Context: an optimization exercise on an open-source flow, tuned for small area, a short achievable clock period and few clock cycles. The choices shown serve that exercise and are no tape-out recipe.
In this exercise RTL edits were held to simulation tests only and were not proved equivalent to the original.
Power and IR drop assume default switching activity.

==> inputs of build 78 <==
## integer_matrix_multiply_unit
module integer_matrix_multiply_unit (
  input  logic               clk,
  input  logic               rst,
  input  logic               cfg_wr_en,
  input  logic [1:0]         cfg_index,
  input  logic [3:0]         cfg_data,
  input  logic               in_valid,
  output logic               in_ready,
  input  logic [1:0]         cmd,
  input  logic signed [15:0] element_value,
  output logic               out_valid,
  input  logic               out_ready,
  output logic signed [34:0] product_value,
  output logic [2:0]         out_row,
  output logic [2:0]         out_col,
  output logic               last
);
  logic [3:0] rows_a, inner_size, cols_b;
  function automatic logic [2:0] dim_last(input logic [3:0] v);
    if (v == 4'd0) dim_last = 3'd0;
    else if (v > 4'd8) dim_last = 3'd7;
    else dim_last = 3'(v - 4'd1);
  endfunction
  always_ff @(posedge clk) begin
    if (rst) begin
      rows_a     <= 4'd8;
      inner_size <= 4'd8;
      cols_b     <= 4'd8;
    end else if (cfg_wr_en) begin
      case (cfg_index)
        2'd0: rows_a <= cfg_data;
        2'd1: inner_size <= cfg_data;
        2'd2: cols_b <= cfg_data;
        default: ;
      endcase
    end
  end
  logic [2:0] now_r, now_k, now_n;
  logic       now_slow;
  assign now_r    = dim_last(rows_a);
  assign now_k    = dim_last(inner_size);
  assign now_n    = dim_last(cols_b);
  assign now_slow = !(now_k == 3'd7 && now_n == 3'd7);
  logic in_fire, ld_a, ld_b, acc_cmp;
  assign in_fire = in_valid && in_ready && !rst;
  assign ld_a    = in_fire && cmd == imm_pkg::CMD_LOAD_A;
  assign ld_b    = in_fire && cmd == imm_pkg::CMD_LOAD_B;
  assign acc_cmp = in_fire && cmd == imm_pkg::CMD_COMPUTE;
  logic [5:0]  a_wptr, b_wptr;
  logic        wq_a, wq_b;
  logic [5:0]  wq_addr;
  logic [15:0] wq_data;
  always_ff @(posedge clk) begin
    if (rst) begin
      a_wptr <= '0;
      b_wptr <= '0;
    end else if (ld_a) begin
      a_wptr <= a_wptr + 6'd1;
    end else if (ld_b) begin
      b_wptr <= b_wptr + 6'd1;
    end else if (acc_cmp) begin
      a_wptr <= '0;
      b_wptr <= '0;
    end
  end
  always_ff @(posedge clk) begin
    wq_a <= ld_a;
    wq_b <= ld_b;
    if (ld_a || ld_b) begin
  ...
Settings: LEC_CHECK=0, ABC_CLOCK_PERIOD_IN_PS=3500, CAP_MARGIN=20, CORE_MARGIN=2, CORE_UTILIZATION=55, CTS_CLUSTER_DIAMETER=100, CTS_CLUSTER_SIZE=30, SLEW_MARGIN=20; clock period 10.0 ns.
standard.sh (not shown) runs the stock make flow with config.mk's settings and CLKGATE_MAP_FILE= SYNTH_SCRIPT=/design/flow/synth_recipe.tcl, a recipe that flattens the netlist after the stock synthesis.
==> flow/flow/run.sh <==
#!/bin/bash
set -euo pipefail
bash standard.sh SETUP_SLACK_MARGIN=6.5 finish > flow_make.log 2>&1
==> trial 71: changes against build 78 <==
--- a/flow/design.v
+++ b/flow/design.v
@@ -1107,18 +1107,18 @@
   assign start        = start_direct || start_pend;
   assign st_slow      = start_pend ? pend_slow : now_slow;
   assign st_r         = start_pend ? pend_r : now_r;
   assign st_k         = start_pend ? pend_k : now_k;
   assign st_n         = start_pend ? pend_n : now_n;
   logic [7:0][23:0]  st_dig;
   logic [15:8][15:0] st_raw;
   logic [15:0]       st_first;
-  logic [15:0]       st_pvld;
-  logic [15:0][2:0]  st_row;
+  logic [1:0]        sh_pvld;
+  logic [1:0][2:0]   sh_row;
   function automatic logic [23:0] booth(input logic [15:0] a);
     logic [16:0] ax;
     ax = {a, 1'b0};
     for (int r = 0; r < 8; r++) begin
       booth[3*r]   = ax[2*r+2];                                   
       booth[3*r+1] = ax[2*r+1] ^ ax[2*r];                         
       booth[3*r+2] = ax[2*r+2] ? (!ax[2*r+1] && !ax[2*r])
                                : (ax[2*r+1] && ax[2*r]);          
@@ -1129,19 +1129,18 @@
       unbooth[2*r+1] = d[3*r];
       unbooth[2*r]   = d[3*r+1] ^ ((r == 0) ? 1'b0 : d[3*r-3]);
     end
   endfunction
   logic [7:0]        em_sel, em_sel_d;
   logic [34:0]       em_s, em_c;
   logic              wanted_q, wanted_d, room, accept, fail_now, item_last, done;
   logic [7:0][34:0]  acc_s, acc_c;
-  logic [7:0]        tag_pvld;
-  logic [7:0][2:0]   tag_row, tag_row_d;
   logic [2:0]        i_n_d, j_n_d, em_row_d, em_col_d;
+  logic              em_pvld_d;
   logic              active_d;
   always_comb begin
     em_s = '0;
     em_c = '0;
     for (int j = 0; j < 8; j++) begin
       em_s = em_s | (acc_s[j] & {35{em_sel[j]}});
       em_c = em_c | (acc_c[j] & {35{em_sel[j]}});
     end
@@ -1150,38 +1149,36 @@
   logic       emq_v;
   assign room      = (sk_cnt == 2'd0) || (sk_cnt == 2'd1) || (sk_cnt == 2'd2 && !emq_v);
   assign accept    = wanted_q && room;
   assign fail_now  = wanted_q && !room;
   assign item_last = i_n == rl && j_n == nl;
   assign done      = accept && item_last;
   always_comb begin
     for (int j = 0; j < 8; j++) begin
-      em_sel_d[j]  = ((j == 0) ? (hk == 3'd0) : st_first[(j == 0) ? 0 : j - 1])
-                     && (st_first[j] ? st_pvld[j] : tag_pvld[j]);
-      tag_row_d[j] = st_first[j] ? st_row[j] : tag_row[j];
+      em_sel_d[j] = (j == 0) ? (hk == 3'd0) : st_first[(j == 0) ? 0 : j - 1];
     end
     if (!active) begin
       i_n_d = 3'd0;
       j_n_d = 3'd0;
     end else if (accept) begin
       i_n_d = (j_n == nl) ? i_n + 3'd1 : i_n;
       j_n_d = (j_n == nl) ? 3'd0 : j_n + 3'd1;
     end else begin
       i_n_d = i_n;
       j_n_d = j_n;
     end
-    em_row_d = '0;
-    em_col_d = '0;
+    em_pvld_d = (hk == 3'd0) ? sh_pvld[0] : sh_pvld[1];
+    em_row_d  = (hk == 3'd0) ? sh_row[0] : sh_row[1];
+    em_col_d  = '0;
     for (int j = 0; j < 8; j++) begin
-      em_row_d = em_row_d | (tag_row_d[j] & {3{em_sel_d[j]}});
       em_col_d = em_col_d | (3'(j) & {3{em_sel_d[j]}});
     end
     active_d = active && !done;
-    wanted_d = active_d && (|em_sel_d) && em_row_d == i_n_d && em_col_d == j_n_d;
+    wanted_d = active_d && em_pvld_d && (|em_sel_d) && em_row_d == i_n_d && em_col_d == j_n_d;
   end
   always_ff @(posedge clk) begin
     if (rst || done) begin
       em_sel   <= '0;
       wanted_q <= 1'b0;
     end else begin
       em_sel   <= em_sel_d;
       wanted_q <= wanted_d;
@@ -1302,31 +1299,30 @@
     end
     if (hk == 3'd0 && head_on) begin
       slot_src <= src_dec;
       slot_row <= i_eff[2:0];
     end
   end
   always_ff @(posedge clk) begin
     st_dig[0] <= booth(e_raw);
-    st_row[0] <= row_eff;
     for (int s = 1; s < 8; s++) st_dig[s] <= st_dig[s-1];
     st_raw[8] <= unbooth(st_dig[7]);
     for (int s = 9; s < 16; s++) st_raw[s] <= st_raw[s-1];
-    for (int s = 1; s < 16; s++) st_row[s] <= st_row[s-1];
     if (rst) begin
       st_first <= '0;
     end else begin
       st_first <= {st_first[14:0], hk == 3'd0};
     end
     if (rst || done) begin
-      st_pvld <= '0;
-    end else begin
-      st_pvld <= {st_pvld[14:0], src_eff != imm_pkg::SRC_BUBBLE};
+      sh_pvld <= '0;
+    end else if (hk == 3'd0) begin
+      sh_pvld <= {sh_pvld[0], src_dec != imm_pkg::SRC_BUBBLE};
     end
+    if (hk == 3'd0) sh_row <= {sh_row[0], row_eff};
   end
   logic [7:0][15:0]      colrd;
   logic [7:0][2:0]       bsel;
   logic [15:0]           b_rd;
   logic [7:0][7:0][15:0] bcol;    
   for (genvar j = 0; j < 8; j++) begin : g_bport
     for (genvar r = 0; r < 8; r++) begin : g_r
       assign bcol[j][r] = bstore[8*r+j];
@@ -1364,22 +1360,16 @@
     assign c_in[j] = st_first[j] ? '0 : acc_c[j];
     imm_cell u_mac (
       .dig(st_dig[j]), .b(ring[j][0]), .s_in(s_in[j]), .c_in(c_in[j]),
       .s_out(s_out[j]), .c_out(c_out[j])
     );
     always_ff @(posedge clk) begin
       acc_s[j] <= s_out[j];
       acc_c[j] <= c_out[j];
-      if (rst || done) begin
-        tag_pvld[j] <= 1'b0;
-      end else if (st_first[j]) begin
-        tag_pvld[j] <= st_pvld[j];
-      end
-      if (st_first[j]) tag_row[j] <= st_row[j];
     end
   end
   logic [34:0] emq_s, emq_c, emq_sum;
   logic [2:0]  emq_row, emq_col;
   logic        emq_last;
   always_ff @(posedge clk) begin
     emq_s    <= em_s;
     emq_c    <= em_c;
==> flow/flow/run.sh (replaced) <==
#!/bin/bash
set -euo pipefail
bash standard.sh SETUP_SLACK_MARGIN=6.4 finish > flow_make.log 2>&1
==> build 44: changes against build 78 <==
--- a/flow/design.v
+++ b/flow/design.v
@@ -1045,17 +1045,17 @@
   end
   logic [2:0] now_r, now_k, now_n;
   logic       now_slow;
   assign now_r    = dim_last(rows_a);
   assign now_k    = dim_last(inner_size);
   assign now_n    = dim_last(cols_b);
   assign now_slow = !(now_k == 3'd7 && now_n == 3'd7);
   logic in_fire, ld_a, ld_b, acc_cmp;
-  assign in_fire = in_valid && in_ready && !rst;
+  assign in_fire = in_valid && in_ready;
   assign ld_a    = in_fire && cmd == imm_pkg::CMD_LOAD_A;
   assign ld_b    = in_fire && cmd == imm_pkg::CMD_LOAD_B;
   assign acc_cmp = in_fire && cmd == imm_pkg::CMD_COMPUTE;
   logic [5:0]  a_wptr, b_wptr;
   logic        wq_a, wq_b;
   logic [5:0]  wq_addr;
   logic [15:0] wq_data;
   always_ff @(posedge clk) begin
@@ -1067,18 +1067,18 @@
     end else if (ld_b) begin
       b_wptr <= b_wptr + 6'd1;
     end else if (acc_cmp) begin
       a_wptr <= '0;
       b_wptr <= '0;
     end
   end
   always_ff @(posedge clk) begin
-    wq_a <= ld_a;
-    wq_b <= ld_b;
+    wq_a <= ld_a && !rst;
+    wq_b <= ld_b && !rst;
     if (ld_a || ld_b) begin
       wq_addr <= ld_a ? a_wptr : b_wptr;
       wq_data <= element_value;
     end
   end
   logic [63:0][15:0] astore, bstore;
   for (genvar e = 0; e < 64; e++) begin : g_store
     always_ff @(posedge clk) begin
@@ -1107,18 +1107,18 @@
   assign start        = start_direct || start_pend;
   assign st_slow      = start_pend ? pend_slow : now_slow;
   assign st_r         = start_pend ? pend_r : now_r;
   assign st_k         = start_pend ? pend_k : now_k;
   assign st_n         = start_pend ? pend_n : now_n;
   logic [7:0][23:0]  st_dig;
   logic [15:8][15:0] st_raw;
   logic [15:0]       st_first;
-  logic [15:0]       st_pvld;
-  logic [15:0][2:0]  st_row;
+  logic [1:0]        sh_pvld;
+  logic [1:0][2:0]   sh_row;
   function automatic logic [23:0] booth(input logic [15:0] a);
     logic [16:0] ax;
     ax = {a, 1'b0};
     for (int r = 0; r < 8; r++) begin
       booth[3*r]   = ax[2*r+2];                                   
       booth[3*r+1] = ax[2*r+1] ^ ax[2*r];                         
       booth[3*r+2] = ax[2*r+2] ? (!ax[2*r+1] && !ax[2*r])
                                : (ax[2*r+1] && ax[2*r]);          
@@ -1129,59 +1129,56 @@
       unbooth[2*r+1] = d[3*r];
       unbooth[2*r]   = d[3*r+1] ^ ((r == 0) ? 1'b0 : d[3*r-3]);
     end
   endfunction
   logic [7:0]        em_sel, em_sel_d;
   logic [34:0]       em_s, em_c;
   logic              wanted_q, wanted_d, room, accept, fail_now, item_last, done;
   logic [7:0][34:0]  acc_s, acc_c;
-  logic [7:0]        tag_pvld;
-  logic [7:0][2:0]   tag_row, tag_row_d;
   logic [2:0]        i_n_d, j_n_d, em_row_d, em_col_d;
+  logic              em_pvld_d;
   logic              active_d;
   always_comb begin
     em_s = '0;
     em_c = '0;
     for (int j = 0; j < 8; j++) begin
       em_s = em_s | (acc_s[j] & {35{em_sel[j]}});
       em_c = em_c | (acc_c[j] & {35{em_sel[j]}});
     end
   end
-  logic [1:0] sk_cnt;
-  logic       emq_v;
-  assign room      = (sk_cnt == 2'd0) || (sk_cnt == 2'd1) || (sk_cnt == 2'd2 && !emq_v);
+  logic [2:0] sk_cnt;
+  logic       emq_v, sq_v;
+  assign room      = ({1'b0, sk_cnt} + {3'd0, emq_v} + {3'd0, sq_v}) <= 4'd3;
   assign accept    = wanted_q && room;
   assign fail_now  = wanted_q && !room;
   assign item_last = i_n == rl && j_n == nl;
   assign done      = accept && item_last;
   always_comb begin
     for (int j = 0; j < 8; j++) begin
-      em_sel_d[j]  = ((j == 0) ? (hk == 3'd0) : st_first[(j == 0) ? 0 : j - 1])
-                     && (st_first[j] ? st_pvld[j] : tag_pvld[j]);
-      tag_row_d[j] = st_first[j] ? st_row[j] : tag_row[j];
+      em_sel_d[j] = (j == 0) ? (hk == 3'd0) : st_first[(j == 0) ? 0 : j - 1];
     end
     if (!active) begin
       i_n_d = 3'd0;
       j_n_d = 3'd0;
     end else if (accept) begin
       i_n_d = (j_n == nl) ? i_n + 3'd1 : i_n;
       j_n_d = (j_n == nl) ? 3'd0 : j_n + 3'd1;
     end else begin
       i_n_d = i_n;
       j_n_d = j_n;
     end
-    em_row_d = '0;
-    em_col_d = '0;
+    em_pvld_d = (hk == 3'd0) ? sh_pvld[0] : sh_pvld[1];
+    em_row_d  = (hk == 3'd0) ? sh_row[0] : sh_row[1];
+    em_col_d  = '0;
     for (int j = 0; j < 8; j++) begin
-      em_row_d = em_row_d | (tag_row_d[j] & {3{em_sel_d[j]}});
       em_col_d = em_col_d | (3'(j) & {3{em_sel_d[j]}});
     end
     active_d = active && !done;
-    wanted_d = active_d && (|em_sel_d) && em_row_d == i_n_d && em_col_d == j_n_d;
+    wanted_d = active_d && em_pvld_d && (|em_sel_d) && em_row_d == i_n_d && em_col_d == j_n_d;
   end
   always_ff @(posedge clk) begin
     if (rst || done) begin
       em_sel   <= '0;
       wanted_q <= 1'b0;
     end else begin
       em_sel   <= em_sel_d;
       wanted_q <= wanted_d;
@@ -1302,31 +1299,30 @@
     end
     if (hk == 3'd0 && head_on) begin
       slot_src <= src_dec;
       slot_row <= i_eff[2:0];
     end
   end
   always_ff @(posedge clk) begin
     st_dig[0] <= booth(e_raw);
-    st_row[0] <= row_eff;
     for (int s = 1; s < 8; s++) st_dig[s] <= st_dig[s-1];
     st_raw[8] <= unbooth(st_dig[7]);
     for (int s = 9; s < 16; s++) st_raw[s] <= st_raw[s-1];
-    for (int s = 1; s < 16; s++) st_row[s] <= st_row[s-1];
     if (rst) begin
       st_first <= '0;
     end else begin
       st_first <= {st_first[14:0], hk == 3'd0};
     end
     if (rst || done) begin
-      st_pvld <= '0;
-    end else begin
-      st_pvld <= {st_pvld[14:0], src_eff != imm_pkg::SRC_BUBBLE};
+      sh_pvld <= '0;
+    end else if (hk == 3'd0) begin
+      sh_pvld <= {sh_pvld[0], src_dec != imm_pkg::SRC_BUBBLE};
     end
+    if (hk == 3'd0) sh_row <= {sh_row[0], row_eff};
   end
   logic [7:0][15:0]      colrd;
   logic [7:0][2:0]       bsel;
   logic [15:0]           b_rd;
   logic [7:0][7:0][15:0] bcol;    
   for (genvar j = 0; j < 8; j++) begin : g_bport
     for (genvar r = 0; r < 8; r++) begin : g_r
       assign bcol[j][r] = bstore[8*r+j];
@@ -1364,58 +1360,58 @@
     assign c_in[j] = st_first[j] ? '0 : acc_c[j];
     imm_cell u_mac (
       .dig(st_dig[j]), .b(ring[j][0]), .s_in(s_in[j]), .c_in(c_in[j]),
       .s_out(s_out[j]), .c_out(c_out[j])
     );
     always_ff @(posedge clk) begin
       acc_s[j] <= s_out[j];
       acc_c[j] <= c_out[j];
-      if (rst || done) begin
-        tag_pvld[j] <= 1'b0;
-      end else if (st_first[j]) begin
-        tag_pvld[j] <= st_pvld[j];
-      end
-      if (st_first[j]) tag_row[j] <= st_row[j];
     end
   end
   logic [34:0] emq_s, emq_c, emq_sum;
   logic [2:0]  emq_row, emq_col;
   logic        emq_last;
   always_ff @(posedge clk) begin
     emq_s    <= em_s;
     emq_c    <= em_c;
     emq_row  <= i_n;
     emq_col  <= j_n;
     emq_last <= item_last;
     if (rst) emq_v <= 1'b0;
     else     emq_v <= accept;
   end
   imm_add35 u_add (.a(emq_s), .b(emq_c), .sum(emq_sum));
-  logic [2:0][41:0] fq;
-  logic [41:0]      emq_item, out_d;
+  logic [41:0] sq_item;
+  always_ff @(posedge clk) begin
+    sq_item <= {emq_sum, emq_row, emq_col, emq_last};
+    if (rst) sq_v <= 1'b0;
+    else     sq_v <= emq_v;
+  end
+  logic [3:0][41:0] fq;
+  logic [41:0]      out_d;
   logic             pop;
-  logic [1:0]       qn_pop;
-  assign emq_item = {emq_sum, emq_row, emq_col, emq_last};
-  assign pop      = out_valid && out_ready;
-  assign qn_pop   = sk_cnt - {1'b0, pop};
-  assign out_d    = (qn_pop != 2'd0) ? (pop ? fq[1] : fq[0]) : emq_item;
+  logic [2:0]       qn_pop;
+  assign pop    = out_valid && out_ready;
+  assign qn_pop = sk_cnt - {2'b00, pop};
+  assign out_d  = (qn_pop != 3'd0) ? (pop ? fq[1] : fq[0]) : sq_item;
   always_ff @(posedge clk) begin
     if (pop) begin
       fq[0] <= fq[1];
       fq[1] <= fq[2];
+      fq[2] <= fq[3];
     end
-    if (emq_v) fq[qn_pop] <= emq_item;
+    if (sq_v) fq[qn_pop[1:0]] <= sq_item;
     {product_value, out_row, out_col, last} <= out_d;
     if (rst) begin
-      sk_cnt    <= 2'd0;
+      sk_cnt    <= 3'd0;
       out_valid <= 1'b0;
     end else begin
-      sk_cnt    <= qn_pop + {1'b0, emq_v};
-      out_valid <= (qn_pop + {1'b0, emq_v}) != 2'd0;
+      sk_cnt    <= qn_pop + {2'b00, sq_v};
+      out_valid <= (qn_pop + {2'b00, sq_v}) != 3'd0;
     end
   end
   logic       n_pend, n_slowblk, blk_a, fresh_on;
   logic [6:0] w_max, guard;
   always_comb begin
     n_pend    = (pend && !start_pend) || (acc_cmp && !start_direct);
     n_slowblk = (start && st_slow) || (active && slow);
     fresh_on  = firstslot || (slot_src == imm_pkg::SRC_FRESH && hk != 3'd0);
Settings changed: CORE_UTILIZATION 55 to 60, CTS_CLUSTER_DIAMETER 100 to 70, CTS_CLUSTER_SIZE 30 to 25.
==> reports/qor.csv <==
stage,metric,value,unit
outcome,status,no timing/DRC/antenna violations,
power_and_ir_drop,Clk pwr share,0.235,
place,GPL Wtd Cong,1.03,
synth,top cell type's share of synthesized area,0.331,
power_and_ir_drop,Gate power share,0.236,
critical_path,Reg2Reg Launch Point,a_addr[0],
clocking,Post-CTS Setup Repair Bufs,140,
power_and_ir_drop,Pleak,76.7,nW
power_and_ir_drop,Sw Share,0.327,
synth,number of synthesized flops with an enable pin,2140,
cells_and_area,# clk buffers,250,
power_and_ir_drop,Switching Power,13.5,mW
synth,synth unique cells,88,
the above is filed under trial 71

==> reports/qor.csv <==
stage,metric,value,unit
cells_and_area,# clk buffers,259,
power_and_ir_drop,Switching Power,12.7,mW
power_and_ir_drop,Clk pwr share,0.244,
outcome,status,no timing/DRC/antenna violations,
place,GPL Wtd Cong,1.01,
power_and_ir_drop,Gate power share,0.208,
power_and_ir_drop,Sw Share,0.315,
power_and_ir_drop,Pleak,79.3,nW
clocking,Post-CTS Setup Repair Bufs,227,
critical_path,Worst Path Required,10710,ps
the above is filed under build 78

==> reports/qor.csv <==
stage,metric,value,unit
outcome,status,no timing/DRC/antenna violations,
cells_and_area,layout sequential cell count,4462,
place,GPL Wtd Cong,1.01,
synth,top cell type's share of synthesized area,0.327,
synth,number of synthesized flops with an enable pin,2140,
synth,"count leader, synth",dfxtp_1,
synth,synth unique cells,81,
clocking,Post-CTS Setup Repair Bufs,221,
critical_path,Reg2Reg Launch Point,bsel[3],
power_and_ir_drop,Pleak,79.3,nW
cells_and_area,# clk buffers,322,
power_and_ir_drop,Switching Power,16.3,mW
power_and_ir_drop,Sw Share,0.345,
the above is filed under build 44

Testbench counts of build 78, summed over its fixed seeds: cycles 17,115.
Testbench counts of trial 71, summed over its fixed seeds: cycles 17,115.
Testbench counts of build 44, summed over its fixed seeds: cycles 17,123.

-- separate check: timing with driven ports --
How much do the figures lean on ideal ports? The routed layouts below were timed once more, with nothing changed but the port constraints. Step 1 assumes that a clkbuf_16 drives the clock port and a buf_2 every other input. Step 2 adds t to the input delays and takes it off the output delays; t is the mean of the earliest and latest rising clock arrival at the registers after step 1. Input paths then give back, and output paths get back, about the clock's delay inside the block. Three values: ideal ports, drivers, drivers and shift; two values: the first two.
run	shift t [ns]	setup slack, ns	worst register clock-pin slew, ns
build 78	1.057	6.296 / 6.296 / 5.437	0.12 / 0.12
trial 71	1.083	6.422 / 6.309 / 5.482	0.12 / 0.12
build 44	1.113	6.268 / 6.323 / 5.214	0.11 / 0.11
After both steps setup and hold are still met in every run listed. The setup slack of build 44, which loses most, moves by +0.055 ns with the drivers and by -1.054 ns with both steps.
